Source: an optimization exercise on an open RTL-to-GDS flow (aim: small area and a short achievable clock period). Production flows keep margins and buffers that such runs may drop. RTL that was checked went through simulation tests only; none was proved equivalent to the original. Function not checked in runs 2 to 5: the RTL went through the layout flow alone. No activity file was given, so power comes from the tool's default toggle rates.

--- design.v ---
module pcmNand2 (
    input  logic a, b,
    output logic y
);
    assign y = !(a && b);
endmodule
module pcmAnd3 (
    input  logic a, b, c,
    output logic y
);
    assign y = a && b && c;
endmodule
module pcmAnd4 (
    input  logic a, b, c, d,
    output logic y
);
    assign y = a && b && c && d;
endmodule
module pcmAo22 (
    input  logic a1, a2, b1, b2,
    output logic y
);
    assign y = (a1 && a2) || (b1 && b2);
endmodule
module pcmMux2i (
    input  logic a0, a1, s,
    output logic y
);
    assign y = !(s ? a1 : a0);
endmodule
module pcmAo22Hold (
    input  logic a1, a2, b1, b2,
    output logic y
);
    assign y = (a1 && a2) || (b1 && b2);
endmodule
module pcmAoi222 (
    input  logic a1, a2, b1, b2, c1, c2,
    output logic y
);
    assign y = !((a1 && a2) || (b1 && b2) || (c1 && c2));
endmodule
module pcmNand3 (
    input  logic a, b, c,
    output logic y
);
    assign y = !(a && b && c);
endmodule
module portalChannelFifo #(
    parameter int WIDTH = 32,
    parameter bit INV   = 1'b0    
) (
    input  logic             CLK,
    input  logic             RST_N,
    input  logic [WIDTH-1:0] enqData,
    input  logic             enq,
    input  logic             deq,
    output logic [WIDTH-1:0] first,
    output logic             notEmpty,
    output logic             notFull,
    output logic             full
);
    logic [WIDTH-1:0] head, headNext, inData;
    logic [WIDTH-1:0] buffer  [7];
    logic [WIDTH-1:0] bufNext [7];
    logic [7:0]       occ;
    logic             doEnq, doDeq, up, dn;
    logic             headLoad, headFromIn, bufShift, bufHold;
    logic [6:0]       rdSel;
    logic [8:0]       hSel;      
    assign notEmpty = occ[0];
    assign notFull  = !occ[7];
    assign full     = occ[7];
    assign first    = head;
    assign inData   = INV ? ~enqData : enqData;
    assign doEnq = enq && !occ[7];
    assign doDeq = deq && occ[0];
    assign up    = doEnq && !doDeq;
    assign dn    = doDeq && !doEnq;
    assign headFromIn = !occ[1] && (!occ[0] || deq);
    assign headLoad   = (doEnq && headFromIn) || (doDeq && occ[1]);
    assign bufShift   = doEnq && !headFromIn;
    assign bufHold    = !bufShift;
    for (genvar k = 0; k < 6; k++) begin : gSel
        assign rdSel[k] = occ[k+1] && !occ[k+2];
    end
    assign rdSel[6] = occ[7];
    for (genvar k = 0; k < 7; k++) begin : gHSel
        assign hSel[k] = headLoad && rdSel[k];
    end
    assign hSel[7] = headLoad && !occ[1];
    assign hSel[8] = !headLoad;
    for (genvar b = 0; b < WIDTH; b++) begin : gBit
        logic [2:0] t;
        pcmAoi222 uT0 (
            .a1(hSel[0]), .a2(buffer[0][b]), .b1(hSel[1]), .b2(buffer[1][b]),
            .c1(hSel[2]), .c2(buffer[2][b]), .y(t[0])
        );
        pcmAoi222 uT1 (
            .a1(hSel[3]), .a2(buffer[3][b]), .b1(hSel[4]), .b2(buffer[4][b]),
            .c1(hSel[5]), .c2(buffer[5][b]), .y(t[1])
        );
        pcmAoi222 uT2 (
            .a1(hSel[6]), .a2(buffer[6][b]), .b1(hSel[7]), .b2(inData[b]),
            .c1(hSel[8]), .c2(head[b]), .y(t[2])
        );
        pcmNand3 uHead (.a(t[0]), .b(t[1]), .c(t[2]), .y(headNext[b]));
        for (genvar k = 0; k < 7; k++) begin : gBuf
            pcmAo22Hold uHold (
                .a1(bufShift), .a2(k == 0 ? inData[b] : buffer[k-1][b]),
                .b1(bufHold),  .b2(buffer[k][b]),
                .y (bufNext[k][b])
            );
        end
    end
    always_ff @(posedge CLK) begin
        head <= headNext;
        for (int k = 0; k < 7; k++) buffer[k] <= bufNext[k];
    end
    always_ff @(posedge CLK or negedge RST_N) begin
        if (!RST_N)
            occ <= '0;
        else if (up)
            occ <= {occ[6:0], 1'b1};
        else if (dn)
            occ <= {1'b0, occ[7:1]};
    end
endmodule
module portal_channel_mux #(
    parameter int WIDTH = 32,
    parameter int NREQ  = 3,
    parameter int NIND  = 2,
    parameter int DEPTH = 8,
    parameter int SELW  = 2
) (
    input  logic                  CLK,
    input  logic                  RST_N,
    input  logic [WIDTH-1:0]      request_v,
    input  logic                  EN_request,
    input  logic [SELW-1:0]       select_request,
    output logic                  RDY_request,
    output logic                  request_not_full,
    output logic [WIDTH-1:0]      indication_data,
    input  logic                  EN_indication,
    input  logic [SELW-1:0]       select_indication,
    output logic                  RDY_indication,
    output logic                  indication_not_empty,
    input  logic [NIND-1:0]       ind_intr_mask,
    output logic [31:0]           ind_intr_channel,
    output logic [15:0]           drop_count,
    output logic [NREQ*WIDTH-1:0] req_first,
    output logic [NREQ-1:0]       req_valid,
    input  logic [NREQ-1:0]       req_deq,
    input  logic [NIND*WIDTH-1:0] ind_enq_v,
    input  logic [NIND-1:0]       ind_enq,
    output logic [NIND-1:0]       ind_not_full
);
    logic [NREQ-1:0][WIDTH-1:0] reqFirst;
    logic [NREQ-1:0]            reqNotEmpty, reqNotFull, reqFull, reqEnq;
    logic [NIND-1:0][WIDTH-1:0] indFirst;
    logic [NIND-1:0]            indNotEmpty, indNotFull, indDeq;
    logic        reqDrop;
    logic        indSelNotEmpty, indDrop;
    logic [15:0] dropCount;
    logic [1:0]  intrChannel;
    for (genvar i = 0; i < NREQ; i++) begin : gReq
        portalChannelFifo #(.WIDTH(WIDTH)) uFifo (
            .CLK      (CLK),
            .RST_N    (RST_N),
            .enqData  (request_v),
            .enq      (reqEnq[i]),
            .deq      (req_deq[i]),
            .first    (reqFirst[i]),
            .notEmpty (reqNotEmpty[i]),
            .notFull  (reqNotFull[i]),
            .full     (reqFull[i])
        );
        assign reqEnq[i] = EN_request && (select_request == SELW'(i));
    end
    for (genvar i = 0; i < NIND; i++) begin : gInd
        portalChannelFifo #(.WIDTH(WIDTH), .INV(1'b1)) uFifo (
            .CLK      (CLK),
            .RST_N    (RST_N),
            .enqData  (ind_enq_v[i*WIDTH +: WIDTH]),
            .enq      (ind_enq[i]),
            .deq      (indDeq[i]),
            .first    (indFirst[i]),
            .notEmpty (indNotEmpty[i]),
            .notFull  (indNotFull[i]),
            .full     ()
        );
        assign indDeq[i] = EN_indication && (select_indication == SELW'(i));
    end
    assign req_first    = reqFirst;
    assign req_valid    = reqNotEmpty;
    assign ind_not_full = indNotFull;
    logic [2:0] reqDec;
    logic       reqNotSink;
    assign reqDec[0]  = !select_request[1] && !select_request[0];
    assign reqDec[1]  = !select_request[1] &&  select_request[0];
    assign reqDec[2]  =  select_request[1] && !select_request[0];
    assign reqNotSink = !(select_request[1] && select_request[0]);
    logic [2:0] reqHold;
    for (genvar i = 0; i < NREQ; i++) begin : gReqHold
        pcmNand2 uHold (.a(reqDec[i]), .b(reqFull[i]), .y(reqHold[i]));
    end
    pcmAnd3 uRdyReq (.a(reqHold[0]), .b(reqHold[1]), .c(reqHold[2]), .y(RDY_request));
    pcmAnd4 uReqNotFull (
        .a(reqHold[0]), .b(reqHold[1]), .c(reqHold[2]), .d(reqNotSink),
        .y(request_not_full)
    );
    assign reqDrop = EN_request && !request_not_full;
    logic [1:0] indDec;
    assign indDec[0] = !select_indication[1] && !select_indication[0];
    assign indDec[1] = !select_indication[1] &&  select_indication[0];
    pcmAo22 uRdyInd (
        .a1(indDec[0]), .a2(indNotEmpty[0]),
        .b1(indDec[1]), .b2(indNotEmpty[1]),
        .y (indSelNotEmpty)
    );
    for (genvar b = 0; b < WIDTH; b++) begin : gIndData
        pcmMux2i uMux (
            .a0(indFirst[0][b]), .a1(indFirst[1][b]), .s(select_indication[0]),
            .y (indication_data[b])
        );
    end
    assign RDY_indication       = indSelNotEmpty;
    assign indication_not_empty = indSelNotEmpty;
    assign indDrop              = EN_indication && !indSelNotEmpty;
    always_ff @(posedge CLK or negedge RST_N) begin
        if (!RST_N)
            dropCount <= '0;
        else if ((reqDrop || indDrop) && (dropCount != 16'hFFFF))
            dropCount <= dropCount + 16'd1;
    end
    assign drop_count = dropCount;
    always_ff @(posedge CLK or negedge RST_N) begin
        if (!RST_N) begin
            intrChannel <= '0;
        end else begin
            intrChannel[0] <= indNotEmpty[0] && ind_intr_mask[0];
            intrChannel[1] <= !(indNotEmpty[0] && ind_intr_mask[0]) &&
                              indNotEmpty[1] && ind_intr_mask[1];
        end
    end
    assign ind_intr_channel = {30'd0, intrChannel};
endmodule
--- flow/run.sh ---
#!/bin/bash
# Standard ORFS layout (the standard.sh) with two changes:
#  - port buffers are plain buf_2 cells instead of the resizer's default pick;
#  - CTS inserts no dummy balancing loads.
# Each ORFS step writes its full log under orfs/logs; make's own output goes to standard.log.
export BUFFER_PORTS_ARGS="-buffer_cell sky130_fd_sc_hd__buf_2"
export CTS_ARGS="-sink_clustering_enable -repair_clock_nets -sink_clustering_size 28 -sink_clustering_max_diameter 80 -dont_use_dummy_load"
bash standard.sh > standard.log 2>&1
--- standard.sh ---
#!/bin/bash
# synth_recipe.tcl (not shown) runs the flow's synth.tcl, then flattens the netlist and writes it again
# the make line also repeats each setting of config.mk as NAME=value (left out here)
make -C /OpenROAD-flow-scripts/flow DESIGN_CONFIG=/design/flow/config.mk WORK_HOME=/design/flow/orfs CLKGATE_MAP_FILE= SYNTH_SCRIPT=/design/flow/synth_recipe.tcl "${@:-finish}"
--- config.mk ---
export PLATFORM = sky130hd
export DESIGN_NAME = portal_channel_mux
export DESIGN_NICKNAME = portal_channel_mux
export VERILOG_FILES = /design/flow/design.v
export SDC_FILE = /design/flow/constraint.sdc
export NUM_CORES = 4
export LEC_CHECK = 0
export CAP_MARGIN = 20
export CORE_MARGIN = 2
export CORE_UTILIZATION = 40
export CTS_CLUSTER_DIAMETER = 80
export CTS_CLUSTER_SIZE = 28
export PLACE_DENSITY = 0.6
export SETUP_SLACK_MARGIN = 1.7
export SLEW_MARGIN = 20
export SYNTH_HIERARCHICAL = 1
export SYNTH_MINIMUM_KEEP_SIZE = 0
--- constraint.sdc ---
create_clock -name core_clock -period 4.2 [get_ports {CLK}]
set_input_delay 0.8400 -clock core_clock [delete_from_list [all_inputs] [get_ports {CLK}]]
set_output_delay 0.8400 -clock core_clock [all_outputs]
set_load 0.01 [all_outputs]
==> results of run 1 <==
## kinds of logic (layout without fill, tap and decap cells)
group,after synthesis,in the layout,share of synthesized area
fa+ha+maj,6,6,0.001643
buf+inv,150,503,0.01734
xor+xnor,14,14,0.002684
mux,64,64,0.01416
flops,1338,1338,0.5927
compound gates,1689,1691,0.3363
other cells,1,31,0.00008208
simple gates,303,303,0.03514
## report_power, final
part / total, W / internal, W / switching, W
sequential: 0.0189 / 0.0161 / 0.00278
clock: 0.00639 / 0.00251 / 0.00388
combinational: 0.00724 / 0.00360 / 0.00364
total: 0.0325 / 0.0222 / 0.0103
## routing by layer
layer,global-route usage,vias to the layer above
li1,-,16020
met1,0.2945,17430
met2,0.3354,1357
met3,0.03856,188
met4,0.08571,20
met5,0,-
## worst max-delay path, stage by stage
cell and delay [ps]:
sky130_fd_sc_hd__buf_12 130, sky130_fd_sc_hd__buf_12 180, sky130_fd_sc_hd__mux2i_2 310, sky130_fd_sc_hd__buf_2 180
## modules after synthesis, one instance, submodules excluded, excerpt
module / copies in the design / flops+latches / cell area (um2) / cells inside
pcmAo22: 1 / 0 / 8.758 / 1
pcmAnd4: 1 / 0 / 8.758 / 1
pcmNand3: 160 / 0 / 5.005 / 1
pcmAnd3: 1 / 0 / 6.256 / 1
portal_channel_mux: 1 / 18 / 1220 / 123
pcmMux2i: 32 / 0 / 10.01 / 1
pcmAo22Hold: 1120 / 0 / 8.758 / 1
pcmNand2: 3 / 0 / 3.754 / 1
pcmAoi222: 480 / 0 / 10.01 / 1
## path summary, 6_finish.rpt
kind	startpoint	to	slack, ps	depth (start not counted)
max	select_indication[0]	indication_data[0]	1680	4
min	RST_N	gReq[1].uFifo.occ[3]	170	1
max reg2reg	gReq[1].uFifo.occ[7]	gReq[1].uFifo.head[22]	1800	5
min reg2reg	gReq[0].uFifo.buffer[5][3]	gReq[0].uFifo.buffer[6][3]	430	1
max in group asynchronous	RST_N	gReq[0].uFifo.occ[3]	3420	2
min in group core_clock	ind_intr_mask[1]	intrChannel[1]	410	3
## area by class of cell
cell class / instances / area [um2] / share of cell area
diodes: 1 / 2.502 / 0.00004834
clock buffers: 59 / 1476 / 0.02852
inverters: 94 / 352.8 / 0.006816
multi-input cells: 2108 / 18550 / 0.3584
flip-flops and latches: 1338 / 27080 / 0.5231
well taps: 1500 / 1877 / 0.03625
repair buffers: 350 / 2429 / 0.04691
## per-stage QoR
step                      worst slack (ps)  power, W
after floorplan                     -229.5   0.02318
after global placement               765.0   0.02608
after detailed placement             701.0   0.02620
after CTS                             1655   0.03266
after global routing                  1660   0.03421
final                                 1679   0.03249
## what timing repair did
action / in CTS / in global routing
pin swaps: 0 / 1
buffers inserted: 3 / 0
hold buffers: 0 / 0
endpoints found under the setup margin: 134 / 233
gates resized for setup: 43 / 22
cloned: 3 / 1
## cells in the final DEF (no fill, tap or decap), types with 4 or more instances in the layout
cell and count:
sky130_fd_sc_hd__a2111oi_4 25, sky130_fd_sc_hd__a211oi_4 5, sky130_fd_sc_hd__a21o_4 5, sky130_fd_sc_hd__a222oi_1 480, sky130_fd_sc_hd__a22o_1 1120, sky130_fd_sc_hd__and2b_2 4
sky130_fd_sc_hd__and4_2 5, sky130_fd_sc_hd__buf_12 26, sky130_fd_sc_hd__buf_2 258, sky130_fd_sc_hd__buf_4 43, sky130_fd_sc_hd__buf_6 20, sky130_fd_sc_hd__clkbuf_16 59
sky130_fd_sc_hd__conb_1 30, sky130_fd_sc_hd__dfrtp_1 56, sky130_fd_sc_hd__dfxtp_1 1280, sky130_fd_sc_hd__ha_1 6, sky130_fd_sc_hd__inv_1 93, sky130_fd_sc_hd__mux2i_1 57
sky130_fd_sc_hd__nand2_1 67, sky130_fd_sc_hd__nand3_1 160, sky130_fd_sc_hd__nor2_1 11, sky130_fd_sc_hd__nor2b_1 9, sky130_fd_sc_hd__nor3_1 9, sky130_fd_sc_hd__nor3b_2 6
sky130_fd_sc_hd__o21a_4 5, sky130_fd_sc_hd__o21ai_0 41, sky130_fd_sc_hd__o21ai_4 5, sky130_fd_sc_hd__xor2_1 14
## sequential cells by signal, indices dropped and copies added (netlist names)
register and cells:
gReq.uFifo.head 96, gReq.uFifo.buffer 672, gInd.uFifo.head 64, gInd.uFifo.buffer 448, dropCount 16, gInd.uFifo.occ 16
intrChannel 2, gReq.uFifo.occ 24
==> results.txt, run 1 <==
# TYPE chip_impl_metric gauge
chip_impl_metric{name="vdd_ir_drop_max",unit="V"} 0.0003548
chip_impl_metric{name="placed_cells",unit=""} 5383
chip_impl_metric{name="cap_viol_max_count",unit=""} 0
chip_impl_metric{name="timing.final.setup_violations",unit=""} 0
chip_impl_metric{name="layoutNonFillerInstCount",unit=""} 5450
chip_impl_info{name="post_synth_most_frequent_cells",value="1,280 x sky130_fd_sc_hd__dfxtp_1, 1,121 x sky130_fd_sc_hd__a22o_1, 480 x sky130_fd_sc_hd__a222oi_1"} 1
chip_impl_metric{name="clockBufferDepth",unit=""} 3
chip_impl_metric{name="hold_slack",unit="ps"} 171.5
chip_impl_metric{name="period_needed",unit="ps"} 2521
chip_impl_info{name="grt_setup_unrepaired",value="yes"} 1
chip_impl_info{name="crit_path_end_kind",value="output port"} 1
chip_impl_metric{name="cts_sinks",unit=""} 1338
chip_impl_metric{name="die-width",unit="um"} 342.0
chip_impl_metric{name="avgRoutedWirePerCell",unit="um"} 24.41
chip_impl_metric{name="ys_seq_elements",unit=""} 1338
chip_impl_metric{name="hpwl",unit="um"} 75510
chip_impl_metric{name="layout-drive-gt1-share",unit=""} 0.1251
chip_impl_info{name="critical_path.startpoint_type",value="primary input"} 1
chip_impl_metric{name="synth.yosys.seq_area_share",unit=""} 0.5927
chip_impl_metric{name="timing_max_transition_violations_final",unit=""} 0
chip_impl_metric{name="power.density",unit="nW/um2"} 627.7
chip_impl_metric{name="critical_path_peak_fanout",unit=""} 8
chip_impl_info{name="worstHoldPathType",value="in -> async"} 1
chip_impl_info{name="synth_ff_type",value="sky130_fd_sc_hd__dfxtp_1"} 1
chip_impl_metric{name="netlist-cell-type-count",unit=""} 43
chip_impl_metric{name="syn-cell-area",unit="um2"} 45690
chip_impl_metric{name="largest_clock_skew_in_the_final_design",unit="ps"} 81.85
chip_impl_metric{name="post_layout_inst_area",unit="um2"} 51770
chip_impl_metric{name="grt_antenna_before_repair",unit=""} 14
chip_impl_metric{name="numPortBuffers",unit=""} 265
chip_impl_metric{name="synth.yosys.warnings",unit=""} 15
chip_impl_metric{name="slew_headroom",unit=""} 0.2954
chip_impl_metric{name="finish.net_count",unit=""} 4068
chip_impl_metric{name="wirelength_met1",unit="um"} 56970
chip_impl_metric{name="final_util",unit=""} 0.4583
chip_impl_metric{name="layout-area-overhead-vs-synth",unit="%"} 13.32
chip_impl_metric{name="via_count",unit=""} 35010
chip_impl_info{name="status",value="finished clean"} 1
chip_impl_metric{name="place_area",unit="um2"} 49950
chip_impl_metric{name="final_antenna_net_count",unit=""} 0
chip_impl_metric{name="first_pass_grt_wire_length",unit="um"} 199400
chip_impl_metric{name="detailroute.wirelength.met2",unit="um"} 59880
chip_impl_metric{name="route.met3.wl",unit="um"} 11050
chip_impl_metric{name="core.rowCount",unit=""} 123
chip_impl_metric{name="cp_data_arrival_time",unit="ps"} 1680
chip_impl_metric{name="cts-buffers-inserted",unit=""} 59
chip_impl_metric{name="drcViolationCount",unit=""} 0
chip_impl_metric{name="grt_start_max_net_pins",unit=""} 225
chip_impl_metric{name="syn-instance-count",unit=""} 3565
chip_impl_metric{name="cellLeakagePower",unit="nW"} 20.25
chip_impl_metric{name="pin_count",unit=""} 296
chip_impl_metric{name="filler_cell_count_in_the_final_layout",unit=""} 10440
chip_impl_metric{name="critical_path_required",unit="ps"} 3360
chip_impl_metric{name="gr-total-overflow",unit=""} 0
chip_impl_metric{name="synthArstFlopShare",unit=""} 0.04335
chip_impl_metric{name="clk-insertion-delay-late",unit="ps"} 700
chip_impl_metric{name="fin_tns_setup",unit="ps"} 0
chip_impl_metric{name="achievable-frequency",unit="MHz"} 396.7
chip_impl_info{name="top_signal_layer_used",value="met5"} 1
chip_impl_info{name="post_synth_main_area_contributors",value="sky130_fd_sc_hd__dfxtp_1 56%, sky130_fd_sc_hd__a22o_1 21%, sky130_fd_sc_hd__a222oi_1 11%"} 1
chip_impl_metric{name="finalHoldViolCount",unit=""} 0
chip_impl_metric{name="post_synth.cell_area_avg",unit="um2"} 12.81
chip_impl_info{name="type_of_the_worst_setup_path",value="in -> out"} 1
chip_impl_metric{name="detail_route.iter0.violations",unit=""} 5213
chip_impl_metric{name="die_h",unit="um"} 342.0
chip_impl_metric{name="number_of_global_route_vias_before_repair",unit=""} 32530
chip_impl_metric{name="initial_core_utilization",unit=""} 0.4044
chip_impl_info{name="synth.largest_area_cell",value="sky130_fd_sc_hd__dfxtp_1"} 1
chip_impl_metric{name="synth_enable_flop_cells",unit=""} 0
chip_impl_metric{name="routed_wl",unit="um"} 133000
chip_impl_info{name="clockRootBuffer",value="sky130_fd_sc_hd__clkbuf_16"} 1
chip_impl_metric{name="synth.top_cell.area_share",unit=""} 0.5609
chip_impl_metric{name="vias_per_cell",unit=""} 6.424
chip_impl_metric{name="firstDrtPassIters",unit=""} 8
chip_impl_metric{name="tightest_slew",unit="ps"} 1057
chip_impl_metric{name="cts.reportedPaths.clkPinSlew",unit="ps"} 80
chip_impl_metric{name="grt_total_usage",unit=""} 0.2149
chip_impl_info{name="tritoncts",value="yes"} 1
chip_impl_metric{name="timing.final.crit_share",unit=""} 0.6002
chip_impl_metric{name="floorplan.core_area",unit="um2"} 113000
chip_impl_metric{name="die_area",unit="um2"} 116900
chip_impl_metric{name="cts_max_level",unit=""} 2
chip_impl_info{name="post-synth-top-count-cell",value="sky130_fd_sc_hd__dfxtp_1"} 1
chip_impl_metric{name="place.gp.congestion",unit=""} 0.7838
==> inputs of run 2 (changes only) <==
--- a/design.v
+++ b/design.v
@@ -22,11 +22,11 @@
 );
     assign y = (a1 && a2) || (b1 && b2);
 endmodule
-module pcmMux2i (
-    input  logic a0, a1, s,
-    output logic y
-);
-    assign y = !(s ? a1 : a0);
+module pcmAoi22 (
+    input  logic a1, a2, b1, b2,
+    output logic y
+);
+    assign y = !((a1 && a2) || (b1 && b2));
 endmodule
 module pcmAo22Hold (
     input  logic a1, a2, b1, b2,
@@ -218,9 +218,13 @@
         .b1(indDec[1]), .b2(indNotEmpty[1]),
         .y (indSelNotEmpty)
     );
+    logic [1:0] indPick;     
+    assign indPick[0] = !select_indication[0];
+    assign indPick[1] =  select_indication[0];
     for (genvar b = 0; b < WIDTH; b++) begin : gIndData
-        pcmMux2i uMux (
-            .a0(indFirst[0][b]), .a1(indFirst[1][b]), .s(select_indication[0]),
+        pcmAoi22 uData (
+            .a1(indPick[0]), .a2(indFirst[0][b]),
+            .b1(indPick[1]), .b2(indFirst[1][b]),
             .y (indication_data[b])
         );
     end
==> run 2 against run 1 <==
Still clean on timing, DRC and antenna; setup slack worse by 140 ps; count of clock-buffer cells in the layout up 1; via count up 0.63%; global-route usage about the same; die area about the same; total power up 0.24%; maximum frequency down 5.1%; sequential cell count unchanged; first-iteration DRC count up 3.9%; combinational power about the same; routed wire length up 0.22%; critical path type unchanged.
==> results.txt, run 2 <==
# TYPE chip_impl_metric gauge
chip_impl_info{name="status",value="finished clean"} 1
chip_impl_metric{name="drcViolationCount",unit=""} 0
chip_impl_metric{name="numPortBuffers",unit=""} 265
chip_impl_metric{name="synth.yosys.seq_area_share",unit=""} 0.5921
chip_impl_metric{name="cellLeakagePower",unit="nW"} 20.20
chip_impl_metric{name="cts_sinks",unit=""} 1338
chip_impl_info{name="crit_top_cell",value="sky130_fd_sc_hd__buf_12"} 1
chip_impl_metric{name="critical_path_peak_fanout",unit=""} 5
chip_impl_metric{name="grt_antenna_before_repair",unit=""} 9
chip_impl_metric{name="vias_per_cell",unit=""} 6.440
chip_impl_metric{name="synth_enable_flop_cells",unit=""} 0
chip_impl_info{name="post_synth_main_area_contributors",value="sky130_fd_sc_hd__dfxtp_1 56%, sky130_fd_sc_hd__a22o_1 21%, sky130_fd_sc_hd__a222oi_1 11%"} 1
chip_impl_metric{name="synth.yosys.warnings",unit=""} 15
chip_impl_info{name="timing.rr.start",value="gInd[1].uFifo.occ[1]"} 1
chip_impl_metric{name="hpwl",unit="um"} 74700
chip_impl_metric{name="floorplan.core_area",unit="um2"} 113900
chip_impl_info{name="post_synth_most_frequent_cells",value="1,280 x sky130_fd_sc_hd__dfxtp_1, 1,121 x sky130_fd_sc_hd__a22o_1, 480 x sky130_fd_sc_hd__a222oi_1"} 1
chip_impl_metric{name="timing_max_transition_violations_final",unit=""} 0
chip_impl_metric{name="synthArstFlopShare",unit=""} 0.04335
chip_impl_metric{name="reg2reg_setup_slack",unit="ps"} 1740
chip_impl_metric{name="timing.final.crit_share",unit=""} 0.6325
chip_impl_metric{name="die-width",unit="um"} 342.1
chip_impl_metric{name="largest_register_ff_count",unit=""} 672
chip_impl_metric{name="firstDrtPassIters",unit=""} 7
chip_impl_info{name="final_common_cell",value="sky130_fd_sc_hd__dfxtp_1"} 1
chip_impl_metric{name="first_pass_grt_wire_length",unit="um"} 199800
chip_impl_info{name="synth_ff_type",value="sky130_fd_sc_hd__dfxtp_1"} 1
chip_impl_metric{name="layout-drive-gt1-share",unit=""} 0.1352
chip_impl_info{name="type_of_the_worst_setup_path",value="in -> out"} 1
chip_impl_metric{name="cap_viol_max_count",unit=""} 0
chip_impl_info{name="grt_setup_unrepaired",value="yes"} 1
chip_impl_metric{name="finish.net_count",unit=""} 4077
chip_impl_metric{name="clk-insertion-delay-late",unit="ps"} 740
chip_impl_metric{name="routed_wl",unit="um"} 133300
chip_impl_metric{name="critical_path_required",unit="ps"} 3360
chip_impl_info{name="post-synth-top-count-cell",value="sky130_fd_sc_hd__dfxtp_1"} 1
chip_impl_info{name="crit_chain",value="buf_12 -> clkinvlp_4 -> buf_6 -> buf_12 -> a22oi_2 -> buf_2"} 1
chip_impl_metric{name="cp_slowest_stage_delay",unit="ps"} 300
chip_impl_metric{name="gr-total-overflow",unit=""} 0
chip_impl_metric{name="grt_start_max_net_pins",unit=""} 225
chip_impl_metric{name="syn-instance-count",unit=""} 3563
chip_impl_metric{name="layout-area-overhead-vs-synth",unit="%"} 13.67
chip_impl_info{name="worstHoldPathType",value="in -> async"} 1
chip_impl_info{name="critical_path.slowest_cell",value="sky130_fd_sc_hd__a22oi_2"} 1
chip_impl_metric{name="cts_hold_buf",unit=""} 0
chip_impl_info{name="tritoncts",value="yes"} 1
chip_impl_metric{name="cp_num_buf_inv",unit=""} 5
chip_impl_info{name="crit_path_end_kind",value="output port"} 1
chip_impl_metric{name="ff2ff_path_depth",unit=""} 5
chip_impl_metric{name="clockBufferDepth",unit=""} 3
chip_impl_metric{name="syn-cell-area",unit="um2"} 45730
chip_impl_info{name="critical_path.startpoint_type",value="primary input"} 1
chip_impl_metric{name="core.rowCount",unit=""} 124
chip_impl_metric{name="cts_max_level",unit=""} 2
chip_impl_metric{name="grt_total_usage",unit=""} 0.2148
chip_impl_metric{name="final_antenna_net_count",unit=""} 0
chip_impl_info{name="synth.largest_area_cell",value="sky130_fd_sc_hd__dfxtp_1"} 1
chip_impl_metric{name="synth.top_cell.area_share",unit=""} 0.5604
chip_impl_metric{name="netlist-cell-type-count",unit=""} 43
chip_impl_metric{name="die_h",unit="um"} 342.1
chip_impl_metric{name="pin_count",unit=""} 296
chip_impl_metric{name="vdd_ir_drop_max",unit="V"} 0.0004069
chip_impl_metric{name="die_area",unit="um2"} 117000
chip_impl_info{name="largest-register",value="gReq.uFifo.buffer"} 1
chip_impl_metric{name="design_power_total",unit="W"} 0.03257
chip_impl_metric{name="final_util",unit=""} 0.4564
chip_impl_metric{name="number_of_global_route_vias_before_repair",unit=""} 32240
chip_impl_metric{name="timing.final.setup_violations",unit=""} 0
chip_impl_metric{name="avgRoutedWirePerCell",unit="um"} 24.37
chip_impl_info{name="top_regs",value="gReq.uFifo.buffer x672, gInd.uFifo.buffer x448, gReq.uFifo.head x96"} 1
chip_impl_metric{name="tightest_slew",unit="ps"} 1059
chip_impl_metric{name="achievable-frequency",unit="MHz"} 376.4
chip_impl_metric{name="post_synth.cell_area_avg",unit="um2"} 12.83
chip_impl_metric{name="cp_data_arrival_time",unit="ps"} 1820
chip_impl_info{name="mostFrequentLayoutCells",value="1,280 x sky130_fd_sc_hd__dfxtp_1, 1,121 x sky130_fd_sc_hd__a22o_1, 480 x sky130_fd_sc_hd__a222oi_1"} 1
chip_impl_metric{name="power.density",unit="nW/um2"} 626.7
chip_impl_metric{name="via_count",unit=""} 35230
chip_impl_metric{name="place.gp.congestion",unit=""} 0.7900
chip_impl_metric{name="largest_clock_skew_in_the_final_design",unit="ps"} 145.3
chip_impl_metric{name="cts.reportedPaths.clkPinSlew",unit="ps"} 90
chip_impl_metric{name="initial_core_utilization",unit=""} 0.4015
chip_impl_info{name="crit_family",value="buffers and inverters"} 1
chip_impl_metric{name="detail_route.iter0.violations",unit=""} 5416
chip_impl_metric{name="finalHoldViolCount",unit=""} 0
chip_impl_metric{name="period_needed",unit="ps"} 2656
chip_impl_metric{name="slew_headroom",unit=""} 0.2938
chip_impl_info{name="clockRootBuffer",value="sky130_fd_sc_hd__clkbuf_16"} 1
chip_impl_metric{name="ys_seq_elements",unit=""} 1338
chip_impl_metric{name="cts-buffers-inserted",unit=""} 60
chip_impl_info{name="endpoint_of_the_most_critical_register_to_register_path",value="gInd[1].uFifo.head[29]"} 1
run 2: modules after synthesis (local to each module, per instance), excerpt:
module / times used / cell area [um2] / cells
pcmAo22Hold: 1120 / 8.758 / 1
pcmAoi22: 32 / 12.51 / 1
pcmAoi222: 480 / 10.01 / 1
pcmNand2: 3 / 3.754 / 1
pcmNand3: 160 / 5.005 / 1
portal_channel_mux: 1 / 1180 / 121
run 2: worst max path at each step:
stage,start,end,slack [ps],cells past startpoint
2_1_floorplan,select_indication[0],gInd[1].uFifo.buffer[0][0],-930,6
3_3_place_gp,EN_request,gReq[0].uFifo.head[23],840,6
3_5_place_dp,EN_request,gReq[0].uFifo.head[15],820,7
4_1_cts,select_indication[0],indication_data[20],1560,6
5_1_grt,select_indication[0],indication_data[7],1540,6
6_report,select_indication[0],indication_data[20],1540,6
run 2: metrics by stage:
stage / cell area [um2] / hold slack (ps) / worst slack (ps) / TNS [ps] / instances
after floorplan: 45920 / 438.3 / -925.4 / -270250 / 3592
after global placement: 49930 / 453.8 / 837.1 / 0 / 5385
after detailed placement: 49930 / 451.9 / 824.7 / 0 / 5385
after CTS: 51830 / 207.4 / 1561 / 0 / 5462
after global routing: 51970 / 272.2 / 1536 / 0 / 5470
final: 51980 / 236.3 / 1544 / 0 / 5471
run 2: area by class of cell:
cell class	count	area [um2]
flip-flops and latches	1338	27080
clock buffers	60	1501
diodes	1	2.502
fillers	10540	61900
inverters	95	360.3
multi-input cells	2106	18560
well taps	1512	1892
repair buffers	359	2585
run 2: worst reg2reg max path, stage by stage, from the launching register on:
cell and delay [ps]:
sky130_fd_sc_hd__dfrtp_1 590, sky130_fd_sc_hd__or3b_2 730, sky130_fd_sc_hd__a2111oi_4 420, sky130_fd_sc_hd__buf_6 410, sky130_fd_sc_hd__a222oi_1 170, sky130_fd_sc_hd__nand3_1 140
run 2: cells by family after synthesis:
group | count (synthesis) | share of synthesized area
and+or+nand+nor | 298 | 0.03401
adders and majority gates | 6 | 0.001642
xor gates and xnor gates | 14 | 0.002682
buffers and inverters | 151 | 0.01740
muxes | 31 | 0.006896
other | 1 | 0.00008201
DFF | 1338 | 0.5921
AOI/OAI and AO/OA | 1724 | 0.3451
run 2: timing repair:
action | in CTS | in global routing
resized for setup | 44 | 23
endpoints found under the hold margin | 0 | 0
endpoints found under the setup margin | 288 | 435
cloned | 6 | 2
pin swaps | 40 | 7
buffers inserted | 11 | 6
run 2: per-layer routing:
layer / global-route usage / routed length [um] / share of wire / vias up
li1: - / - / - / 16110
met1: 0.3164 / 60970 / 0.46 / 17700
met2: 0.3167 / 57700 / 0.43 / 1268
met3: 0.04278 / 11410 / 0.086 / 149
met4: 0.06149 / 3174 / 0.024 / 14
met5: 0 / 86 / 0.00064 / -
run 2: power by group:
part           total, W  internal, W  leakage [nW]  switching, W
combinational   0.00726      0.00361          8.19       0.00365
sequential       0.0189       0.0161          11.3       0.00278
clock           0.00644      0.00255         0.739       0.00389
total            0.0326       0.0223          20.2        0.0103
==> inputs of run 3 (changes only) <==
--- a/design.v
+++ b/design.v
@@ -22,11 +22,11 @@
 );
     assign y = (a1 && a2) || (b1 && b2);
 endmodule
-module pcmAoi22 (
-    input  logic a1, a2, b1, b2,
-    output logic y
-);
-    assign y = !((a1 && a2) || (b1 && b2));
+module pcmNand2b (
+    input  logic a_n, b,
+    output logic y
+);
+    assign y = !(!a_n && b);
 endmodule
 module pcmAo22Hold (
     input  logic a1, a2, b1, b2,
@@ -86,9 +86,9 @@
     end
     assign rdSel[6] = occ[7];
     for (genvar k = 0; k < 7; k++) begin : gHSel
-        assign hSel[k] = headLoad && rdSel[k];
-    end
-    assign hSel[7] = headLoad && !occ[1];
+        assign hSel[k] = deq && rdSel[k];
+    end
+    assign hSel[7] = enq && !occ[1] && (!occ[0] || deq);
     assign hSel[8] = !headLoad;
     for (genvar b = 0; b < WIDTH; b++) begin : gBit
         logic [2:0] t;
@@ -178,7 +178,7 @@
         assign reqEnq[i] = EN_request && (select_request == SELW'(i));
     end
     for (genvar i = 0; i < NIND; i++) begin : gInd
-        portalChannelFifo #(.WIDTH(WIDTH), .INV(1'b1)) uFifo (
+        portalChannelFifo #(.WIDTH(WIDTH)) uFifo (
             .CLK      (CLK),
             .RST_N    (RST_N),
             .enqData  (ind_enq_v[i*WIDTH +: WIDTH]),
@@ -218,15 +218,11 @@
         .b1(indDec[1]), .b2(indNotEmpty[1]),
         .y (indSelNotEmpty)
     );
-    logic [1:0] indPick;     
-    assign indPick[0] = !select_indication[0];
-    assign indPick[1] =  select_indication[0];
     for (genvar b = 0; b < WIDTH; b++) begin : gIndData
-        pcmAoi22 uData (
-            .a1(indPick[0]), .a2(indFirst[0][b]),
-            .b1(indPick[1]), .b2(indFirst[1][b]),
-            .y (indication_data[b])
-        );
+        logic [1:0] pick;
+        pcmNand2b uPick0 (.a_n(select_indication[0]), .b(indFirst[0][b]), .y(pick[0]));
+        pcmNand2  uPick1 (.a(select_indication[0]),   .b(indFirst[1][b]), .y(pick[1]));
+        pcmNand2  uData  (.a(pick[0]), .b(pick[1]), .y(indication_data[b]));
     end
     assign RDY_indication       = indSelNotEmpty;
     assign indication_not_empty = indSelNotEmpty;
==> run 3 against run 2 <==
Still clean on timing, DRC and antenna; synthesized cell count is 0.48% higher; hold slack worse by 160 ps; area after synthesis is 0.73% lower; sequential share of layout area is 0.97 points higher; maximum frequency is 5.9% higher; clock power hardly changed; via count is 0.95% higher; critical path type unchanged; critical endpoint is now indication_data[23]; largest cell class unchanged.
==> results.txt, run 3 <==
# TYPE chip_impl_metric gauge
chip_impl_metric{name="numPortBuffers",unit=""} 265
chip_impl_metric{name="cap_viol_max_count",unit=""} 0
chip_impl_metric{name="placement.setup.worst_slack",unit="ps"} 947.6
chip_impl_metric{name="die_h",unit="um"} 340.9
chip_impl_metric{name="timing.final.crit_share",unit=""} 0.5972
chip_impl_metric{name="cellLeakagePower",unit="nW"} 20.70
chip_impl_metric{name="final_antenna_net_count",unit=""} 0
chip_impl_metric{name="cts-buffers-inserted",unit=""} 59
chip_impl_metric{name="synth.top_cell.area_share",unit=""} 0.5645
chip_impl_info{name="worstHoldPathType",value="in -> async"} 1
chip_impl_metric{name="cts_max_level",unit=""} 2
chip_impl_metric{name="netlist-cell-type-count",unit=""} 44
chip_impl_metric{name="critical_path_peak_fanout",unit=""} 10
chip_impl_metric{name="place_area",unit="um2"} 49190
chip_impl_info{name="critical_path.startpoint_type",value="primary input"} 1
chip_impl_metric{name="synth.yosys.warnings",unit=""} 11
chip_impl_info{name="clockRootBuffer",value="sky130_fd_sc_hd__clkbuf_16"} 1
chip_impl_info{name="type_of_the_worst_setup_path",value="in -> out"} 1
chip_impl_metric{name="cts.reportedPaths.clkPinSlew",unit="ps"} 60
chip_impl_metric{name="vias_per_cell",unit=""} 6.498
chip_impl_metric{name="post_synth.cell_area_avg",unit="um2"} 12.68
chip_impl_info{name="startpoint",value="select_indication[0]"} 1
chip_impl_metric{name="hpwl",unit="um"} 73130
chip_impl_metric{name="avgRoutedWirePerCell",unit="um"} 24.54
chip_impl_metric{name="layout-drive-gt1-share",unit=""} 0.1183
chip_impl_metric{name="post_layout_inst_area",unit="um2"} 51030
chip_impl_metric{name="die_area",unit="um2"} 116200
chip_impl_info{name="tritoncts",value="yes"} 1
chip_impl_metric{name="first_pass_grt_wire_length",unit="um"} 200700
chip_impl_info{name="post-synth-top-count-cell",value="sky130_fd_sc_hd__dfxtp_1"} 1
chip_impl_metric{name="layout-area-overhead-vs-synth",unit="%"} 12.41
chip_impl_metric{name="gr-total-overflow",unit=""} 0
chip_impl_metric{name="cts_sinks",unit=""} 1338
chip_impl_metric{name="cts_hold_buf",unit=""} 0
chip_impl_metric{name="grt_antenna_before_repair",unit=""} 21
chip_impl_metric{name="critical_path_required",unit="ps"} 3360
chip_impl_info{name="post_synth_most_frequent_cells",value="1,280 x sky130_fd_sc_hd__dfxtp_1, 1,121 x sky130_fd_sc_hd__a22o_1, 480 x sky130_fd_sc_hd__a222oi_1"} 1
chip_impl_metric{name="syn-instance-count",unit=""} 3580
chip_impl_info{name="grt_setup_unrepaired",value="yes"} 1
chip_impl_info{name="crit_path_end_kind",value="output port"} 1
chip_impl_info{name="final_common_cell",value="sky130_fd_sc_hd__dfxtp_1"} 1
chip_impl_metric{name="die-width",unit="um"} 340.9
chip_impl_metric{name="pin_count",unit=""} 296
chip_impl_metric{name="routed_wl",unit="um"} 134300
chip_impl_metric{name="largest_register_ff_count",unit=""} 672
chip_impl_metric{name="drcViolationCount",unit=""} 0
chip_impl_metric{name="synth_enable_flop_cells",unit=""} 0
chip_impl_metric{name="slew_headroom",unit=""} 0.2618
chip_impl_metric{name="detail_route.iter0.violations",unit=""} 5741
chip_impl_metric{name="post-route-worst-setup-slack",unit="ps"} 1692
chip_impl_metric{name="grt_total_usage",unit=""} 0.2171
chip_impl_metric{name="firstDrtPassIters",unit=""} 7
chip_impl_info{name="synth_ff_type",value="sky130_fd_sc_hd__dfxtp_1"} 1
chip_impl_metric{name="place.gp.congestion",unit=""} 0.8039
chip_impl_info{name="status",value="finished clean"} 1
chip_impl_metric{name="tightest_slew",unit="ps"} 1107
chip_impl_info{name="mostFrequentLayoutCells",value="1,280 x sky130_fd_sc_hd__dfxtp_1, 1,121 x sky130_fd_sc_hd__a22o_1, 480 x sky130_fd_sc_hd__a222oi_1"} 1
chip_impl_metric{name="timing_max_transition_violations_final",unit=""} 0
chip_impl_metric{name="synth.yosys.seq_area_share",unit=""} 0.5965
chip_impl_metric{name="ys_seq_elements",unit=""} 1338
chip_impl_metric{name="achievable-frequency",unit="MHz"} 398.7
chip_impl_metric{name="finalHoldViolCount",unit=""} 0
chip_impl_metric{name="period_needed",unit="ps"} 2508
chip_impl_metric{name="cp_data_arrival_time",unit="ps"} 1670
chip_impl_metric{name="largest_clock_skew_in_the_final_design",unit="ps"} 116.0
chip_impl_metric{name="timing.final.setup_violations",unit=""} 0
chip_impl_metric{name="number_of_global_route_vias_before_repair",unit=""} 32560
chip_impl_metric{name="vdd_ir_drop_max",unit="V"} 0.0003853
chip_impl_metric{name="via_count",unit=""} 35570
chip_impl_info{name="timing.rr.start",value="gReq[0].uFifo.occ[7]"} 1
chip_impl_info{name="synth.largest_area_cell",value="sky130_fd_sc_hd__dfxtp_1"} 1
chip_impl_metric{name="global_route.usage.met3",unit=""} 0.03175
chip_impl_metric{name="power.density",unit="nW/um2"} 688.6
chip_impl_metric{name="initial_core_utilization",unit=""} 0.4035
chip_impl_metric{name="core.rowCount",unit=""} 123
chip_impl_metric{name="floorplan.core_area",unit="um2"} 112500
chip_impl_metric{name="grt_start_max_net_pins",unit=""} 225
chip_impl_metric{name="gr-usage-met2",unit=""} 0.3194
chip_impl_metric{name="clk-insertion-delay-late",unit="ps"} 710
chip_impl_metric{name="synthArstFlopShare",unit=""} 0.04335
chip_impl_metric{name="use_met1",unit=""} 0.3315
chip_impl_metric{name="finish.net_count",unit=""} 4080
chip_impl_info{name="post_synth_main_area_contributors",value="sky130_fd_sc_hd__dfxtp_1 56%, sky130_fd_sc_hd__a22o_1 22%, sky130_fd_sc_hd__a222oi_1 11%"} 1
chip_impl_info{name="gr-max-usage-layer",value="met1"} 1
chip_impl_metric{name="syn-cell-area",unit="um2"} 45390
chip_impl_info{name="top_regs",value="gReq.uFifo.buffer x672, gInd.uFifo.buffer x448, gReq.uFifo.head x96"} 1
chip_impl_metric{name="clockBufferDepth",unit=""} 3
chip_impl_info{name="largest-register",value="gReq.uFifo.buffer"} 1
[run 3: changes by cell type in the layout (fill, tap and decap cells not counted), sizes merged, moves of 28 or more]
cell and change:
inv -55, nor3 +45, nand2b +37, a22oi -32, mux2i -30, and3 +28
[run 3: kinds of logic (layout without fill, tap and decap cells)]
| kind of cell | count (synthesis) | count (layout) | synth area share |
|---|---|---|---|
| AOI/OAI and AO/OA | 1669 | 1669 | 0.3322 |
| DFF | 1338 | 1338 | 0.5965 |
| and+or+nand+nor | 449 | 449 | 0.05245 |
| buffers and inverters | 91 | 448 | 0.01147 |
| xor gates and xnor gates | 29 | 29 | 0.006422 |
| muxes | 2 | 2 | 0.0005787 |
| adders and majority gates | 1 | 1 | 0.0002756 |
| other | 1 | 38 | 0.00008261 |
[run 3: power by group]
group / switching (W) / internal [W] / total [W]
clock: 0.00390 / 0.00251 / 0.00641
sequential: 0.00317 / 0.0168 / 0.0200
combinational: 0.00460 / 0.00413 / 0.00872
[run 3: path summary, 6_finish.rpt]
kind / slack [ps] / end / cells past startpoint
max: 1690 / indication_data[23] / 5
max reg2reg: 1980 / dropCount[12] / 7
min in group core_clock: 350 / gInd[0].uFifo.buffer[0][22] / 2
min reg2reg: 460 / gReq[1].uFifo.buffer[5][17] / 1
max in group asynchronous: 3290 / gReq[1].uFifo.occ[2] / 2
min: 80 / dropCount[4] / 1
[run 3: repair_timing]
| item | 4_1_cts | 5_1_grt |
|---|---|---|
| gates cloned | 4 | 3 |
| pin swaps | 1 | 1 |
| resized for setup | 20 | 13 |
| buffers inserted | 2 | 3 |
| setup endpoints to repair | 98 | 269 |
[run 3: per-stage QoR]
stage,util,hold WS (ps),power (W),cells,TNS [ps]
after floorplan,-,438.1,0.02518,3609,-4864990
after global placement,0.4373,450.5,0.02855,5394,0
after detailed placement,0.4373,453.1,0.02873,5394,0
after CTS,0.4520,44.04,0.03518,5459,0
after global routing,0.4535,88.80,0.03706,5472,0
final,0.4536,79.83,0.03514,5474,0
[run 3: layout make-up]
type	instances	area [um2]
clock buffer	59	1476
tap	1500	1877
antenna	8	20.02
sequential	1338	27080
inverter	40	198.9
timing repair buffer	348	2281
fill	10360	61470
timing repair inverter	1	11.26
multi-input combinational	2180	18080
[run 3: per-module statistics from Yosys (local to each module, per instance), excerpt]
module / cells / copies in the design / flip-flops and latches / cell area [um2]
pcmAnd3: 1 / 1 / 0 / 6.256
pcmAo22Hold: 1 / 1120 / 0 / 8.758
pcmNand2: 1 / 67 / 0 / 3.754
pcmNand2b: 1 / 32 / 0 / 6.256
pcmNand3: 1 / 160 / 0 / 5.005
portal_channel_mux: 123 / 1 / 18 / 1220
[run 3: critical path: stages]
cell and delay [ps]:
sky130_fd_sc_hd__buf_12 170, sky130_fd_sc_hd__buf_16 170, sky130_fd_sc_hd__nand2b_1 250, sky130_fd_sc_hd__nand2_1 80
sky130_fd_sc_hd__buf_2 150
[run 3: layer usage]
layer	vias to the layer above	wire [um]
met1	17910	62360
met2	1377	58120
met4	8	2686
li1	16120	-
met5	-	46
met3	150	11130
==> inputs of run 4 (changes only) <==
--- a/config.mk
+++ b/config.mk
@@ -7,10 +7,10 @@
 export LEC_CHECK = 0
 export CAP_MARGIN = 20
 export CORE_MARGIN = 2
-export CORE_UTILIZATION = 40
+export CORE_UTILIZATION = 55
 export CTS_CLUSTER_DIAMETER = 80
 export CTS_CLUSTER_SIZE = 28
-export PLACE_DENSITY = 0.6
+export PLACE_DENSITY = 0.68
 export SETUP_SLACK_MARGIN = 1.7
 export SLEW_MARGIN = 20
 export SYNTH_HIERARCHICAL = 1
==> run 4 against run 3 <==
Critical path type unchanged; core utilization is 16 points higher; still clean on timing, DRC and antenna; count of clock-buffer cells in the layout is 3 lower; non-clock buffer count is 2 lower; largest cell class unchanged; clock power is 3.7% lower; combinational power is 3.0% lower; final cell count is 7.9% lower; via count is 1.0% lower; area after synthesis stayed put; setup slack better by 7.1 ps; die area is 27% lower.
==> results.txt, run 4 <==
# TYPE chip_impl_metric gauge
chip_impl_info{name="status",value="finished clean"} 1
chip_impl_metric{name="cp_data_arrival_time",unit="ps"} 1660
chip_impl_info{name="timing.rr.start",value="gInd[1].uFifo.occ[7]"} 1
chip_impl_metric{name="cts_max_level",unit=""} 2
chip_impl_metric{name="timing_max_transition_violations_final",unit=""} 0
chip_impl_metric{name="ff_latch_area",unit="um2"} 27080
chip_impl_metric{name="achievable-frequency",unit="MHz"} 399.8
chip_impl_metric{name="cp_slowest_stage_delay",unit="ps"} 190
chip_impl_metric{name="largest_clock_skew_in_the_final_design",unit="ps"} 43.85
chip_impl_info{name="post-synth-top-count-cell",value="sky130_fd_sc_hd__dfxtp_1"} 1
chip_impl_metric{name="cp_num_buf_inv",unit=""} 3
chip_impl_metric{name="ff2ff_path_depth",unit=""} 5
chip_impl_metric{name="critical_path_required",unit="ps"} 3360
chip_impl_info{name="synth_ff_type",value="sky130_fd_sc_hd__dfxtp_1"} 1
chip_impl_metric{name="initial_core_utilization",unit=""} 0.5546
chip_impl_metric{name="cts-buffers-inserted",unit=""} 56
chip_impl_metric{name="timing.final.setup_violations",unit=""} 0
chip_impl_metric{name="syn-cell-area",unit="um2"} 45390
chip_impl_metric{name="post_synth.cell_area_avg",unit="um2"} 12.68
chip_impl_metric{name="first_pass_grt_wire_length",unit="um"} 188700
chip_impl_metric{name="clk-insertion-delay-late",unit="ps"} 670
chip_impl_metric{name="firstDrtPassIters",unit=""} 10
chip_impl_metric{name="grt_total_usage",unit=""} 0.2756
chip_impl_info{name="final_common_cell",value="sky130_fd_sc_hd__dfxtp_1"} 1
chip_impl_metric{name="cellLeakagePower",unit="nW"} 20.60
chip_impl_info{name="worstHoldPathType",value="in -> async"} 1
chip_impl_metric{name="timing.final.crit_share",unit=""} 0.5955
chip_impl_info{name="synth.largest_area_cell",value="sky130_fd_sc_hd__dfxtp_1"} 1
chip_impl_metric{name="drcViolationCount",unit=""} 0
chip_impl_info{name="type_of_the_worst_setup_path",value="in -> out"} 1
chip_impl_info{name="largest-register",value="gReq.uFifo.buffer"} 1
chip_impl_metric{name="slew_headroom",unit=""} 0.2369
chip_impl_metric{name="ys_seq_elements",unit=""} 1338
chip_impl_metric{name="gr-total-overflow",unit=""} 0
chip_impl_info{name="crit_path_end_kind",value="output port"} 1
chip_impl_metric{name="cts.reportedPaths.clkPinSlew",unit="ps"} 100
chip_impl_metric{name="tightest_slew",unit="ps"} 1145
chip_impl_metric{name="detail_route.iter0.violations",unit=""} 5178
chip_impl_metric{name="largest_register_ff_count",unit=""} 672
chip_impl_metric{name="netlist-cell-type-count",unit=""} 44
chip_impl_metric{name="layout-area-overhead-vs-synth",unit="%"} 10.76
chip_impl_metric{name="finish.net_count",unit=""} 4074
chip_impl_metric{name="synth.yosys.warnings",unit=""} 11
chip_impl_metric{name="reg2reg_setup_slack",unit="ps"} 1960
chip_impl_metric{name="power.density",unit="nW/um2"} 692.0
chip_impl_metric{name="multi_input_logic_area",unit="um2"} 18040
chip_impl_metric{name="via_count",unit=""} 35200
chip_impl_info{name="endpoint_of_the_most_critical_register_to_register_path",value="gInd[1].uFifo.buffer[4][18]"} 1
chip_impl_metric{name="clockBufferDepth",unit=""} 3
chip_impl_metric{name="grt_antenna_before_repair",unit=""} 17
chip_impl_info{name="crit_family",value="buffers and inverters"} 1
chip_impl_metric{name="hold_slack",unit="ps"} 210.4
chip_impl_metric{name="critical_path_peak_fanout",unit=""} 16
chip_impl_metric{name="numPortBuffers",unit=""} 265
chip_impl_metric{name="die_h",unit="um"} 291.3
chip_impl_info{name="post_synth_main_area_contributors",value="sky130_fd_sc_hd__dfxtp_1 56%, sky130_fd_sc_hd__a22o_1 22%, sky130_fd_sc_hd__a222oi_1 11%"} 1
chip_impl_metric{name="cts_sinks",unit=""} 1338
chip_impl_metric{name="finalHoldViolCount",unit=""} 0
chip_impl_metric{name="floorplan.core_area",unit="um2"} 81850
chip_impl_metric{name="avgRoutedWirePerCell",unit="um"} 24.56
chip_impl_metric{name="synth.top_cell.area_share",unit=""} 0.5645
chip_impl_info{name="post_synth_most_frequent_cells",value="1,280 x sky130_fd_sc_hd__dfxtp_1, 1,121 x sky130_fd_sc_hd__a22o_1, 480 x sky130_fd_sc_hd__a222oi_1"} 1
chip_impl_metric{name="period_needed",unit="ps"} 2501
chip_impl_metric{name="die_area",unit="um2"} 84850
chip_impl_metric{name="routed_wl",unit="um"} 123900
chip_impl_info{name="clockRootBuffer",value="sky130_fd_sc_hd__clkbuf_16"} 1
chip_impl_metric{name="vdd_ir_drop_max",unit="V"} 0.0004020
chip_impl_metric{name="synth_enable_flop_cells",unit=""} 0
chip_impl_metric{name="fin_tns_setup",unit="ps"} 0
chip_impl_metric{name="synth.yosys.seq_area_share",unit=""} 0.5965
chip_impl_info{name="grt_setup_unrepaired",value="yes"} 1
chip_impl_info{name="critical_path.startpoint_type",value="primary input"} 1
chip_impl_metric{name="vias_per_cell",unit=""} 6.980
chip_impl_info{name="mostFrequentLayoutCells",value="1,280 x sky130_fd_sc_hd__dfxtp_1, 1,121 x sky130_fd_sc_hd__a22o_1, 480 x sky130_fd_sc_hd__a222oi_1"} 1
chip_impl_info{name="crit_chain",value="buf_6 -> buf_12 -> nand2b_4 -> nand2_2 -> buf_2"} 1
chip_impl_metric{name="place.gp.congestion",unit=""} 0.8048
chip_impl_metric{name="final_antenna_net_count",unit=""} 0
chip_impl_info{name="tritoncts",value="yes"} 1
chip_impl_metric{name="core.rowCount",unit=""} 105
chip_impl_metric{name="syn-instance-count",unit=""} 3580
chip_impl_info{name="top_regs",value="gReq.uFifo.buffer x672, gInd.uFifo.buffer x448, gReq.uFifo.head x96"} 1
chip_impl_metric{name="filler_cell_count_in_the_final_layout",unit=""} 6676
chip_impl_metric{name="pin_count",unit=""} 296
chip_impl_metric{name="number_of_global_route_vias_before_repair",unit=""} 32040
chip_impl_metric{name="layout-drive-gt1-share",unit=""} 0.1159
chip_impl_metric{name="die-width",unit="um"} 291.3
chip_impl_metric{name="cap_viol_max_count",unit=""} 0
chip_impl_metric{name="synthArstFlopShare",unit=""} 0.04335
chip_impl_metric{name="hpwl",unit="um"} 68640
chip_impl_info{name="critical_path.slowest_cell",value="sky130_fd_sc_hd__buf_12"} 1
chip_impl_metric{name="grt_start_max_net_pins",unit=""} 225
[run 4: per-module statistics from Yosys (local to each module, per instance), excerpt]
module	copies in the design	flip-flops and latches	cell area [um2]	cells
portal_channel_mux	1	18	1220	123
pcmAoi222	480	0	10.01	1
pcmAnd4	1	0	8.758	1
pcmAo22	1	0	8.758	1
pcmAo22Hold	1120	0	8.758	1
pcmAnd3	1	0	6.256	1
pcmNand2b	32	0	6.256	1
pcmNand3	160	0	5.005	1
pcmNand2	67	0	3.754	1
[run 4: logic make-up (layout without fill, tap and decap cells)]
logic type               after synthesis  in the layout  synth area share
XOR/XNOR                              29             29          0.006422
multiplexers                           2              2         0.0005787
AND/OR/NAND/NOR                      449            449           0.05245
other                                  1             43        0.00008261
adder cells (fa/ha/maj)                1              1         0.0002756
AO/OA/AOI/OAI                       1669           1669            0.3322
buffers and inverters                 91            442           0.01147
flip-flops                          1338           1338            0.5965
[run 4: layout make-up]
| class | count | share of cell area |
|---|---|---|
| inverters | 40 | 0.004007 |
| repair buffers | 346 | 0.04333 |
| clock buffers | 56 | 0.02787 |
| diodes | 13 | 0.0006470 |
| flip-flops and latches | 1338 | 0.5386 |
| multi-input cells | 2180 | 0.3589 |
| well taps | 1070 | 0.02663 |
[run 4: metal layers]
layer	GRT usage	vias up	wire length, um
met1	0.4205	17580	55880
met4	0.06988	0	2503
met3	0.04062	149	11430
li1	-	16080	-
met2	0.4071	1389	54040
met5	0	-	0
[run 4: report_power, final]
group          internal [W]  leakage (nW)  switching (W)
Clock               0.00239         0.690        0.00378
Sequential           0.0168          11.2        0.00332
Combinational       0.00411          8.72        0.00435
[run 4: how the worst max path moves through the flow]
stage                     cells past startpoint  slack, ps                           to            startpoint
final                                         5       1700          indication_data[24]  select_indication[0]
after global routing                          5       1670          indication_data[24]  select_indication[0]
after CTS                                     5       1670          indication_data[24]  select_indication[0]
after detailed placement                      7       1000  gInd[1].uFifo.buffer[2][15]  select_indication[0]
after global placement                        7       1000  gInd[1].uFifo.buffer[4][16]  select_indication[1]
after floorplan                               5      -4540   gInd[0].uFifo.buffer[0][0]  select_indication[0]
[run 4: per-stage QoR]
| step | instances | instance area, um2 | worst slack (ps) | utilization | total power (W) |
|---|---|---|---|---|---|
| after CTS | 5023 | 50150 | 1667 | 0.6127 | 0.03477 |
| after global placement | 4964 | 48640 | 1003 | 0.5943 | 0.02845 |
| final | 5043 | 50280 | 1699 | 0.6143 | 0.03479 |
| after floorplan | 3609 | 45580 | -4535 | - | 0.02518 |
| after detailed placement | 4964 | 48640 | 996.2 | 0.5943 | 0.02861 |
| after global routing | 5040 | 50270 | 1667 | 0.6142 | 0.03666 |
[run 4: what timing repair did]
action	CTS	global route
gates resized for setup	16	15
setup endpoints to repair	143	338
hold buffers	0	0
gates cloned	2	0
buffers inserted	1	7
pin swaps	0	1
[run 4: worst reg2reg max path, cell delays in order (launching register included)]
cell                      delay [ps]
sky130_fd_sc_hd__dfrtp_1         470
sky130_fd_sc_hd__nor2b_4         340
sky130_fd_sc_hd__o21ai_4         160
sky130_fd_sc_hd__inv_8           460
sky130_fd_sc_hd__buf_6           520
sky130_fd_sc_hd__a22o_1          230
==> inputs of run 5 (changes only) <==
==> flow/run.sh (replaced) <==
#!/bin/bash
# Standard ORFS layout (the standard.sh) with two changes:
#  - port buffers are plain buf_1 cells instead of the resizer's default pick;
#  - CTS inserts no dummy balancing loads.
# Each ORFS step writes its full log under orfs/logs; make's own output goes to standard.log.
export BUFFER_PORTS_ARGS="-buffer_cell sky130_fd_sc_hd__buf_1"
export CTS_ARGS="-sink_clustering_enable -repair_clock_nets -sink_clustering_size 28 -sink_clustering_max_diameter 80 -dont_use_dummy_load"
bash standard.sh > standard.log 2>&1
==> run 5 against run 4 <==
Setup slack lost 18 ps; sequential cell count unchanged; die area did not move; sequential share of layout area about the same; global-route usage increased by 0.13 points; largest power group unchanged; maximum frequency down 0.70%; sequential power is essentially flat; highest routed layer is now met5.
==> results.txt, run 5 <==
# TYPE chip_impl_metric gauge
chip_impl_metric{name="synth.yosys.seq_area_share",unit=""} 0.5965
chip_impl_metric{name="pin_count",unit=""} 296
chip_impl_metric{name="cts_hold_buf",unit=""} 0
chip_impl_info{name="synth.largest_area_cell",value="sky130_fd_sc_hd__dfxtp_1"} 1
chip_impl_metric{name="die-width",unit="um"} 291.3
chip_impl_info{name="critical_path.startpoint_type",value="primary input"} 1
chip_impl_metric{name="placement.setup.worst_slack",unit="ps"} 846.5
chip_impl_metric{name="grt_antenna_before_repair",unit=""} 12
chip_impl_info{name="mostFrequentLayoutCells",value="1,280 x sky130_fd_sc_hd__dfxtp_1, 1,121 x sky130_fd_sc_hd__a22o_1, 480 x sky130_fd_sc_hd__a222oi_1"} 1
chip_impl_metric{name="critical_path_peak_fanout",unit=""} 7
chip_impl_metric{name="initial_core_utilization",unit=""} 0.5546
chip_impl_metric{name="grt_total_usage",unit=""} 0.2768
chip_impl_metric{name="detail_route.iter0.violations",unit=""} 5130
chip_impl_metric{name="synthArstFlopShare",unit=""} 0.04335
chip_impl_metric{name="cts_max_level",unit=""} 2
chip_impl_metric{name="cts_sinks",unit=""} 1338
chip_impl_metric{name="place.gp.congestion",unit=""} 0.8213
chip_impl_metric{name="syn-instance-count",unit=""} 3580
chip_impl_metric{name="timing.final.crit_share",unit=""} 0.5998
chip_impl_metric{name="floorplan.core_area",unit="um2"} 81850
chip_impl_info{name="status",value="finished clean"} 1
chip_impl_info{name="post-synth-top-count-cell",value="sky130_fd_sc_hd__dfxtp_1"} 1
chip_impl_metric{name="slew_headroom",unit=""} 0.2141
chip_impl_info{name="largest-register",value="gReq.uFifo.buffer"} 1
chip_impl_metric{name="hpwl",unit="um"} 68770
chip_impl_metric{name="achievable-frequency",unit="MHz"} 397.0
chip_impl_metric{name="synth.top_cell.area_share",unit=""} 0.5645
chip_impl_info{name="crit_path_end_kind",value="output port"} 1
chip_impl_metric{name="first_pass_grt_wire_length",unit="um"} 189100
chip_impl_metric{name="cts-buffers-inserted",unit=""} 56
chip_impl_metric{name="grt_start_max_net_pins",unit=""} 225
chip_impl_metric{name="placed_cells",unit=""} 4968
chip_impl_metric{name="clk-insertion-delay-late",unit="ps"} 660
chip_impl_info{name="post_synth_main_area_contributors",value="sky130_fd_sc_hd__dfxtp_1 56%, sky130_fd_sc_hd__a22o_1 22%, sky130_fd_sc_hd__a222oi_1 11%"} 1
==> run 5: cell count changes in the layout (fill, tap and decap cells not counted), sizes merged <==
cell,delta
bufbuf,+1
clkbuf,+6
diode,-5
==> run 5: area by class of cell <==
type                       instances  area [um2]  area share
antenna                            8       20.02   0.0003982
clock buffer                      56        1401     0.02787
inverter                          40       198.9    0.003957
multi-input combinational       2180       18170      0.3615
sequential                      1338       27080      0.5387
tap                             1070        1339     0.02663
timing repair buffer             353        2059     0.04096
==> run 5: metal layers <==
layer	track usage	wire [um]
met2	0.4030	53880
met3	0.05528	11560
met5	0	29
met4	0.06988	2354
met1	0.4182	56480
==> run 5: critical path: cells and delay by family <==
family,cells,cell delay (ps)
buf+inv,4,610
simple gates,2,220
==> run 5: report_power, final <==
group	total (W)	switching, W	internal, W
sequential	0.0201	0.00330	0.0168
clock	0.00618	0.00379	0.00239
combinational	0.00847	0.00443	0.00404
total	0.0348	0.0115	0.0233
==> run 5: Yosys stat by module, one instance, submodules excluded, a selection <==
| module | flops+latches | cells inside | copies in the design |
|---|---|---|---|
| pcmAo22Hold | 0 | 1 | 1120 |
| pcmAo22 | 0 | 1 | 1 |
| portal_channel_mux | 18 | 123 | 1 |
| pcmAoi222 | 0 | 1 | 480 |
| pcmAnd4 | 0 | 1 | 1 |
| pcmNand2b | 0 | 1 | 32 |
| pcmNand3 | 0 | 1 | 160 |
| pcmNand2 | 0 | 1 | 67 |
| pcmAnd3 | 0 | 1 | 1 |
==> run 5: kinds of logic after synthesis <==
logic type               after synthesis  share of synthesized area
adder cells (fa/ha/maj)                1                  0.0002756
XOR/XNOR                              29                   0.006422
other                                  1                 0.00008261
AO/OA/AOI/OAI                       1669                     0.3322
AND/OR/NAND/NOR                      449                    0.05245
buffers and inverters                 91                    0.01147
multiplexers                           2                  0.0005787
flip-flops                          1338                     0.5965
==> run 5: what timing repair did <==
action | CTS | global route
resized for setup | 67 | 33
setup endpoints to repair | 198 | 255
pin swaps | 2 | 6
gates cloned | 3 | 1
buffers inserted | 5 | 4
==> run 5: worst paths after layout <==
kind	startpoint	to	cells past startpoint
min in group core_clock	ind_intr_mask[1]	intrChannel[1]	3
max reg2reg	gInd[0].uFifo.occ[7]	gInd[0].uFifo.buffer[1][23]	5
max	select_indication[0]	indication_data[30]	6
min reg2reg	gInd[0].uFifo.buffer[3][23]	gInd[0].uFifo.buffer[4][23]	1
min	RST_N	gInd[0].uFifo.occ[6]	1
max in group asynchronous	RST_N	gReq[2].uFifo.occ[1]	2
==> run 5: through the flow <==
stage | setup TNS [ps] | power, W | util | instance area, um2 | hold slack (ps)
finish | 0 | 0.03478 | 0.6143 | 50280 | 306.5
global route | 0 | 0.03664 | 0.6142 | 50270 | 369.8
CTS | 0 | 0.03473 | 0.6116 | 50060 | 297.6
detailed placement | 0 | 0.02848 | 0.5908 | 48350 | 451.9
global placement | 0 | 0.02828 | 0.5908 | 48350 | 451.3
floorplan | -4864990 | 0.02518 | - | 45580 | 438.1

## what the ideal ports hide
The results above use ideal ports. As a check the final layouts listed here were re-extracted and re-timed, cells and wires unchanged.
Step 1, drivers: a clkbuf_16 drives CLK and a buf_2 each remaining input, both assumed.
Step 2 also shifts input and output timing later by t, the mid clock arrival at the registers, as if the neighbouring blocks saw the same clock.
a / b / c = no drivers / after step 1 / after step 2; a / b = the first two.
| run | shift t [ns] | slack for setup (ns) | slew at the worst register clock pin (ns) | pins driven straight from the clock port |
|---|---|---|---|---|
| run 1 | 0.740 | 1.679 / 1.486 / 1.037 | 0.11 / 0.11 | 1 |
| run 2 | 0.734 | 1.544 / 1.478 / 1.012 | 0.11 / 0.11 | 1 |
| run 3 | 0.727 | 1.692 / 1.609 / 1.131 | 0.11 / 0.11 | 1 |
| run 4 | 0.716 | 1.699 / 1.612 / 1.157 | 0.11 / 0.11 | 1 |
| run 5 | 0.706 | 1.681 / 1.561 / 1.099 | 0.11 / 0.11 | 1 |
After both steps every run listed still meets setup and hold. The setup slack of run 1, which loses most, moves by -0.193 ns with the drivers and by -0.642 ns with both steps.
